This design comes from an exercise in tuning for small area, a short achievable clock period and few clock cycles per item on the open sky130 flow, not from production work.

Setup of run B:
==> flow/design.v <==
`default_nettype none
`default_nettype wire
`default_nettype none
package cpu_pkg;
    typedef logic [16-1:0]  word_t;
    typedef logic [16-1:0]  addr_t;
    typedef logic [25-1:0] dram_addr_t;
    typedef logic [3:0]                  reg_idx_t;
    typedef enum logic [3:0] {
        OP_ADD  = 4'd0,
        OP_SUB  = 4'd1,
        OP_AND  = 4'd2,
        OP_OR   = 4'd3,
        OP_XOR  = 4'd4,
        OP_SHL  = 4'd5,
        OP_SHR  = 4'd6,
        OP_ADDI = 4'd7,
        OP_LDI  = 4'd8,
        OP_LD   = 4'd9,
        OP_ST   = 4'd10,
        OP_BRZ  = 4'd11
    } opcode_e;
    typedef enum logic [2:0] {
        IDLE,
        FETCH_INSTR,
        WAIT_INSTR,
        INSTR_OUT,
        FETCH_DATA,
        WAIT_DATA,
        DATA_OUT
    } seq_state_e;
endpackage
`default_nettype wire
`timescale 1ns/1ps
`default_nettype none
module cpu_top (
    input  wire         clk,
    input  wire         rst,
    output logic [24:0] dram_addr,
    output logic        dram_write_en,
    output logic [15:0] dram_write_data,
    input  wire  [15:0] dram_read_data,
    output logic [15:0] pc,
    output logic        retire
);
    logic [15:0] regs [16];
    logic [15:0] rv;                  
    logic [15:0] zf;                  
    logic [15:0] fa;                  
    logic        f0, f1, f2;          
    logic        lq0, lq1, lq2;       
    logic [3:0]  lq0_rd, lq1_rd, lq2_rd;
    logic        ev;                  
    logic        ei;                  
    logic        e_addsub, e_sub, e_and, e_or, e_xor, e_shl, e_shr, e_passb;
    logic        e_ld, e_st, e_wr;    
    logic        e_mem;               
    logic        e_taken;             
    logic        e_skip1, e_skip2;    
    logic        e_redir;             
    logic [3:0]  e_rd;
    logic [15:0] e_a, e_b;            
    logic        s_mem;               
    logic        s_tgt;               
    logic        s_fa;                
    logic [15:0] e_res;
    logic [15:0] e_sum;
    logic [15:0] e_bx;
    logic [15:0] e_p, e_g;
    logic [15:0] e_shx, e_shy, e_shyr;
    logic [15:0] e_other;
    logic        res_zero;
    logic        e_wen;
    logic        a_ok;
    logic        st_wen;
    logic        smc_hit;
    logic        flush;
    logic [15:0] pc1;
    assign e_bx    = e_b ^ {16{e_sub}};
    assign e_sum   = e_a + e_bx + {15'd0, e_sub};
    assign e_p     = e_a ^ e_bx;
    assign e_g     = e_a & e_bx;
    always_comb begin
        for (int i = 0; i < 16; i++) e_shx[i] = e_shr ? e_a[15 - i] : e_a[i];
    end
    assign e_shy = e_shx << e_b[3:0];
    always_comb begin
        for (int i = 0; i < 16; i++) e_shyr[i] = e_shy[15 - i];
    end
    assign e_other = ({16{e_and}}   & e_g)         |
                     ({16{e_or}}    & (e_p | e_g)) |
                     ({16{e_xor}}   & e_p)         |
                     ({16{e_shl}}   & e_shy)       |
                     ({16{e_shr}}   & e_shyr)      |
                     ({16{e_passb}} & e_b);
    assign e_res   = e_addsub ? e_sum : e_other;
    logic [15:0] zk;
    logic [15:0] m_l;
    logic        z_as, z_and, z_or, z_xor, z_sh, z_pb;
    assign zk    = {e_p[14:0] | e_g[14:0], e_sub};
    assign z_as  = (e_p == zk);
    assign z_and = (e_g == 16'h0000);
    assign z_or  = ((e_p | e_g) == 16'h0000);
    assign z_xor = (e_p == 16'h0000);
    always_comb begin
        for (int i = 0; i < 16; i++) begin
            m_l[i] = (5'(i) + {1'b0, e_b[3:0]}) <= 5'd15;    
        end
    end
    assign z_sh  = ((e_shx & m_l) == 16'h0000);
    assign z_pb  = (e_b == 16'h0000);
    assign res_zero = (e_addsub & z_as) | (e_and & z_and) | (e_or & z_or) | (e_xor & z_xor) |
                      ((e_shl | e_shr) & z_sh) | (e_passb & z_pb);
    assign e_wen   = (ev && e_wr) || ei;
    assign a_ok    = (e_a[15:11] != 5'b11111);
    assign st_wen  = e_st && a_ok;
    assign pc1     = pc + 16'd1;
    assign smc_hit = (e_a[15:2] == pc[15:2]) || (e_a[15:2] == fa[15:2]) ||
                     ((e_a == 16'h0000) && (pc >= 16'hF7FC));
    assign flush   = st_wen && smc_hit;
    assign dram_addr       = {9'd0, ({16{s_mem && a_ok}} & e_a) |
                                    ({16{s_tgt}}         & e_b) |
                                    ({16{s_fa}}          & fa)};
    assign dram_write_en   = st_wen;
    assign dram_write_data = e_b;
    assign retire          = ev;
    logic [15:0] ins;
    logic [3:0]  d_op, d_rd, d_rs, d_rt;
    logic        d_uses_rs, d_uses_rt, d_br, d_wr, d_mem;
    logic        haz;
    logic        kill_d;
    logic        go;
    logic        replay;
    logic [15:0] d_addr;
    logic [15:0] d_tgt;
    logic [15:0] ra, rb;
    logic        rz;
    assign ins  = dram_read_data;
    assign d_op = ins[15:12];
    assign d_rd = ins[11:8];
    assign d_rs = ins[7:4];
    assign d_rt = ins[3:0];
    assign d_uses_rs = (d_op <= 4'd7) || (d_op == 4'd9) || (d_op == 4'd10);
    assign d_uses_rt = (d_op <= 4'd6) || (d_op == 4'd10);
    assign d_br      = (d_op == 4'd11);
    assign d_wr      = (d_op <= 4'd9);
    assign d_mem     = (d_op == 4'd9) || (d_op == 4'd10);
    function automatic logic clash(input logic v, input logic [3:0] r,
                                   input logic urs, input logic urt, input logic ubr,
                                   input logic uwr, input logic [3:0] s, input logic [3:0] t,
                                   input logic [3:0] d);
        clash = v && ((urs && s == r) || (urt && t == r) || ((ubr || uwr) && d == r));
    endfunction
    assign haz = clash(e_ld, e_rd,   d_uses_rs, d_uses_rt, d_br, d_wr, d_rs, d_rt, d_rd) ||
                 clash(lq0,  lq0_rd, d_uses_rs, d_uses_rt, d_br, d_wr, d_rs, d_rt, d_rd) ||
                 clash(lq1,  lq1_rd, d_uses_rs, d_uses_rt, d_br, d_wr, d_rs, d_rt, d_rd);
    assign e_redir = e_taken && !e_skip1 && !e_skip2;
    assign kill_d  = e_taken || flush;
    assign go     = f2 && !kill_d && !haz;
    assign replay = f2 && !kill_d && haz;
    assign d_addr = ev ? pc1 : pc;
    assign d_tgt  = d_addr + 16'd1 + {{8{ins[7]}}, ins[7:0]};
    logic [15:0] sel_s, sel_t, sel_d;
    logic [15:0] rf_s, rf_t;
    logic        rf_z;
    always_comb begin
        rf_s = 16'h0000;
        rf_t = 16'h0000;
        rf_z = 1'b0;
        for (int i = 0; i < 16; i++) begin
            sel_s[i] = rv[i] && (d_rs == 4'(i));
            sel_t[i] = rv[i] && (d_rt == 4'(i));
            sel_d[i] = (d_rd == 4'(i));
            rf_s = rf_s | ({16{sel_s[i]}} & regs[i]);
            rf_t = rf_t | ({16{sel_t[i]}} & regs[i]);
            rf_z = rf_z | (sel_d[i] && (!rv[i] || zf[i]));
        end
        if (e_wen && e_rd == d_rs) ra = e_res;
        else                       ra = rf_s;
        if (e_wen && e_rd == d_rt) rb = e_res;
        else                       rb = rf_t;
        if (e_wen && e_rd == d_rd) rz = res_zero;
        else                       rz = rf_z;
    end
    logic [15:0] fa_next;
    logic [15:0] tgt1, fa1;
    logic        d_taken;
    logic        d_skip1, d_skip2;
    logic        d_tgt_ok;
    assign tgt1 = e_b + 16'd1;
    assign fa1  = fa + 16'd1;
    always_comb begin
        if (e_redir)               fa_next = tgt1;
        else if (flush || replay)  fa_next = d_addr;
        else if (!e_mem)           fa_next = fa1;
        else                       fa_next = fa;
    end
    assign d_taken  = go && d_br && rz;
    assign d_skip1  = (ins[7:0] == 8'd1) && f1;
    assign d_skip2  = (ins[7:0] == 8'd2) && f1 && f0;
    assign d_tgt_ok = (d_tgt[15:11] != 5'b11111);
    always_ff @(posedge clk) begin
        if (!rst) begin
            pc      <= 16'h0000;
            fa      <= 16'h0000;
            f0      <= 1'b0;
            f1      <= 1'b0;
            f2      <= 1'b0;
            lq0     <= 1'b0;
            lq1     <= 1'b0;
            lq2     <= 1'b0;
            ev      <= 1'b0;
            ei      <= 1'b0;
            e_ld    <= 1'b0;
            e_st    <= 1'b0;
            e_mem   <= 1'b0;
            e_taken <= 1'b0;
            e_skip1 <= 1'b0;
            e_skip2 <= 1'b0;
            s_mem   <= 1'b0;
            s_tgt   <= 1'b0;
            s_fa    <= 1'b1;
            rv      <= 16'h0000;
        end else begin
            if (ev) pc <= e_taken ? e_b : pc1;
            fa <= fa_next;
            if (e_redir) begin
                f0 <= 1'b1;
                f1 <= 1'b0;
                f2 <= 1'b0;
            end else if (flush || replay) begin
                f0 <= 1'b0;
                f1 <= 1'b0;
                f2 <= 1'b0;
            end else begin
                f0 <= !e_mem;
                f1 <= f0;
                f2 <= f1 && !e_skip2;
            end
            lq0 <= e_ld;
            lq1 <= lq0;
            lq2 <= lq1;
            ev      <= go;
            ei      <= lq2;
            e_ld    <= go && (d_op == 4'd9);
            e_st    <= go && (d_op == 4'd10);
            e_mem   <= go && d_mem;
            e_taken <= d_taken;
            e_skip1 <= d_taken && d_skip1;
            e_skip2 <= d_taken && d_skip2;
            s_mem   <= go && d_mem;
            s_tgt   <= d_taken && !d_skip1 && !d_skip2 && d_tgt_ok;
            s_fa    <= !(go && d_mem) && !(d_taken && !d_skip1 && !d_skip2) &&
                       (fa_next[15:11] != 5'b11111);
            if (e_wen) rv[e_rd] <= 1'b1;
        end
    end
    always_ff @(posedge clk) begin
        lq0_rd <= e_rd;
        lq1_rd <= lq0_rd;
        lq2_rd <= lq1_rd;
        if (e_wen) begin
            regs[e_rd] <= e_res;
            zf[e_rd]   <= res_zero;
        end
        e_addsub <= !lq2 && ((d_op == 4'd0) || (d_op == 4'd1) || (d_op == 4'd7));
        e_sub    <= !lq2 && (d_op == 4'd1);
        e_and    <= !lq2 && (d_op == 4'd2);
        e_or     <= !lq2 && (d_op == 4'd3);
        e_xor    <= !lq2 && (d_op == 4'd4);
        e_shl    <= !lq2 && (d_op == 4'd5);
        e_shr    <= !lq2 && (d_op == 4'd6);
        e_passb  <= lq2 || (d_op == 4'd8);
        e_wr     <= (d_op <= 4'd8);
        e_rd     <= lq2 ? lq2_rd : d_rd;
        e_a      <= ra;
        if (lq2)                 e_b <= dram_read_data;
        else if (d_op == 4'd7)   e_b <= {{12{ins[3]}}, ins[3:0]};
        else if (d_op == 4'd8)   e_b <= {8'h00, ins[7:0]};
        else if (d_br)           e_b <= d_tgt;
        else                     e_b <= rb;
    end
endmodule
`default_nettype wire
Settings: LEC_CHECK=0, CAP_MARGIN=20, CORE_MARGIN=2, CORE_UTILIZATION=40, PLACE_DENSITY=0.6, SETUP_SLACK_MARGIN=3.8, SLEW_MARGIN=20; clock period 7.5 ns.
run.sh (not shown) runs the stock make flow with config.mk's settings and CLKGATE_MAP_FILE= SYNTH_SCRIPT=/design/flow/synth_recipe.tcl, a recipe that flattens the netlist after the stock synthesis.
Relative to run B, the following input files were edited for run C:
-- flow/design.v --
<<< run B, line 53
    logic        ev;                  
    logic        ei;                  
    logic        e_addsub, e_sub, e_and, e_or, e_xor, e_shl, e_shr, e_passb;
    logic        e_ld, e_st, e_wr;    
    logic        e_mem;               
>>> run C, line 53
    logic        ev;                  
    logic        ei;                  
    logic        e_addsub, e_sub, e_and, e_or, e_xor, e_shl, e_shr, e_passa;
    logic        e_ld, e_st, e_wr;    
    logic        e_mem;               
<<< run B, line 62
    logic [15:0] e_a, e_b;            
    logic        s_mem;               
    logic        s_tgt;               
    logic        s_fa;                
>>> run C, line 62
    logic [15:0] e_a, e_b;            
    logic        s_mem;               
    logic        st_wen;              
    logic        s_tgt;               
    logic        s_fa;                
<<< run B, line 72
    logic        res_zero;
    logic        e_wen;
    logic        a_ok;
    logic        st_wen;
    logic        smc_hit;
    logic        flush;
>>> run C, line 73
    logic        res_zero;
    logic        e_wen;
    logic        smc_hit;
    logic        flush;
<<< run B, line 93
                     ({16{e_shl}}   & e_shy)       |
                     ({16{e_shr}}   & e_shyr)      |
                     ({16{e_passb}} & e_b);
    assign e_res   = e_addsub ? e_sum : e_other;
    logic [15:0] zk;
    logic [15:0] m_l;
    logic        z_as, z_and, z_or, z_xor, z_sh, z_pb;
    assign zk    = {e_p[14:0] | e_g[14:0], e_sub};
    assign z_as  = (e_p == zk);
>>> run C, line 92
                     ({16{e_shl}}   & e_shy)       |
                     ({16{e_shr}}   & e_shyr)      |
                     ({16{e_passa}} & e_a);
    assign e_res   = e_addsub ? e_sum : e_other;
    logic [15:0] zk;
    logic [15:0] m_l;
    logic        z_as, z_and, z_or, z_xor, z_sh, z_pa;
    assign zk    = {e_p[14:0] | e_g[14:0], e_sub};
    assign z_as  = (e_p == zk);
<<< run B, line 109
    end
    assign z_sh  = ((e_shx & m_l) == 16'h0000);
    assign z_pb  = (e_b == 16'h0000);
    assign res_zero = (e_addsub & z_as) | (e_and & z_and) | (e_or & z_or) | (e_xor & z_xor) |
                      ((e_shl | e_shr) & z_sh) | (e_passb & z_pb);
    assign e_wen   = (ev && e_wr) || ei;
    assign a_ok    = (e_a[15:11] != 5'b11111);
    assign st_wen  = e_st && a_ok;
    assign pc1     = pc + 16'd1;
    assign smc_hit = (e_a[15:2] == pc[15:2]) || (e_a[15:2] == fa[15:2]) ||
                     ((e_a == 16'h0000) && (pc >= 16'hF7FC));
    assign flush   = st_wen && smc_hit;
    assign dram_addr       = {9'd0, ({16{s_mem && a_ok}} & e_a) |
                                    ({16{s_tgt}}         & e_b) |
                                    ({16{s_fa}}          & fa)};
>>> run C, line 108
    end
    assign z_sh  = ((e_shx & m_l) == 16'h0000);
    assign z_pa  = (e_a == 16'h0000);
    assign res_zero = (e_addsub & z_as) | (e_and & z_and) | (e_or & z_or) | (e_xor & z_xor) |
                      ((e_shl | e_shr) & z_sh) | (e_passa & z_pa);
    assign e_wen   = (ev && e_wr) || ei;
    assign pc1     = pc + 16'd1;
    assign smc_hit = (e_a[15:2] == pc[15:2]) || (e_a[15:2] == fa[15:2]) ||
                     ((e_a == 16'h0000) && (pc >= 16'hF7FC));
    assign flush   = st_wen && smc_hit;
    assign dram_addr       = {9'd0, ({16{s_mem}}         & e_a) |
                                    ({16{s_tgt}}         & e_b) |
                                    ({16{s_fa}}          & fa)};
<<< run B, line 219
            e_skip2 <= 1'b0;
            s_mem   <= 1'b0;
            s_tgt   <= 1'b0;
            s_fa    <= 1'b1;
>>> run C, line 216
            e_skip2 <= 1'b0;
            s_mem   <= 1'b0;
            st_wen  <= 1'b0;
            s_tgt   <= 1'b0;
            s_fa    <= 1'b1;
<<< run B, line 249
            e_skip1 <= d_taken && d_skip1;
            e_skip2 <= d_taken && d_skip2;
            s_mem   <= go && d_mem;
            s_tgt   <= d_taken && !d_skip1 && !d_skip2 && d_tgt_ok;
            s_fa    <= !(go && d_mem) && !(d_taken && !d_skip1 && !d_skip2) &&
>>> run C, line 247
            e_skip1 <= d_taken && d_skip1;
            e_skip2 <= d_taken && d_skip2;
            s_mem   <= go && d_mem && (ra[15:11] != 5'b11111);
            st_wen  <= go && (d_op == 4'd10) && (ra[15:11] != 5'b11111);
            s_tgt   <= d_taken && !d_skip1 && !d_skip2 && d_tgt_ok;
            s_fa    <= !(go && d_mem) && !(d_taken && !d_skip1 && !d_skip2) &&
<<< run B, line 271
        e_shl    <= !lq2 && (d_op == 4'd5);
        e_shr    <= !lq2 && (d_op == 4'd6);
        e_passb  <= lq2 || (d_op == 4'd8);
        e_wr     <= (d_op <= 4'd8);
        e_rd     <= lq2 ? lq2_rd : d_rd;
        e_a      <= ra;
        if (lq2)                 e_b <= dram_read_data;
        else if (d_op == 4'd7)   e_b <= {{12{ins[3]}}, ins[3:0]};
        else if (d_op == 4'd8)   e_b <= {8'h00, ins[7:0]};
        else if (d_br)           e_b <= d_tgt;
        else                     e_b <= rb;
>>> run C, line 270
        e_shl    <= !lq2 && (d_op == 4'd5);
        e_shr    <= !lq2 && (d_op == 4'd6);
        e_passa  <= lq2 || (d_op == 4'd8);
        e_wr     <= (d_op <= 4'd8);
        e_rd     <= lq2 ? lq2_rd : d_rd;
        if (lq2)                 e_a <= dram_read_data;
        else if (d_op == 4'd8)   e_a <= {8'h00, ins[7:0]};
        else                     e_a <= ra;
        if (d_op == 4'd7)        e_b <= {{12{ins[3]}}, ins[3:0]};
        else if (d_br)           e_b <= d_tgt;
        else                     e_b <= rb;
==> run summary <==
Sequential share of layout area essentially unchanged between run C and run B. Category of the most critical setup path: input pin to register -> run C, register to output pin -> run B. Run C completed end to end with timing, DRC and antenna clean. Run B → run C: met1 capacity usage during global routing increased 0.54 points, non-filler instance count after layout essentially unchanged, final area essentially unchanged, post-synthesis instance area increased about 0.3%. In terms of vertical die dimension, run B and run C differ only marginally. When the final numbers for run C and run B were put side by side, the buffers plus inverters on the worst setup path turned out to be greater in run B. Higher layout overhead on the synthesized area among run C and run B: run B. Run C -> run B: count of buffers inserted at the top-level ports delta 0, exact match. Run C vs. run B: total via count in the routed design fell 195, worst setup slack rose 150 ps, multiplexer fraction of the synthesized cell area fell 0.19 points.
No functional check of the RTL was part of any run of this note.

separate check: timing with driven ports:
How much do the figures lean on ideal ports? The routed layouts below were timed once more, with nothing changed but the port constraints. Step 1: set_driving_cell puts a clkbuf_16 on clk and a buf_2 on each other input, an assumption about the parent block. Step 2 adds t to the input delays and takes it off the output delays; t is the mean of the earliest and latest rising clock arrival at the registers after step 1. Input paths then give back, and output paths get back, about the clock's delay inside the block. Three values: no drivers, after step 1, after step 2; two values: the first two.
run | t, ns | slack for setup (ns) | slew at the worst register clock pin (ns) | pins driven straight from the clock port
run B | 0.639 | 3.622 / 3.561 / 3.193 | 0.06 / 0.06 | 1
run C | 0.637 | 3.775 / 3.743 / 3.107 | 0.07 / 0.07 | 1
After both steps setup and hold are still met in every run listed. The setup slack of run C, which loses most, moves by -0.032 ns with the drivers and by -0.668 ns with both steps.
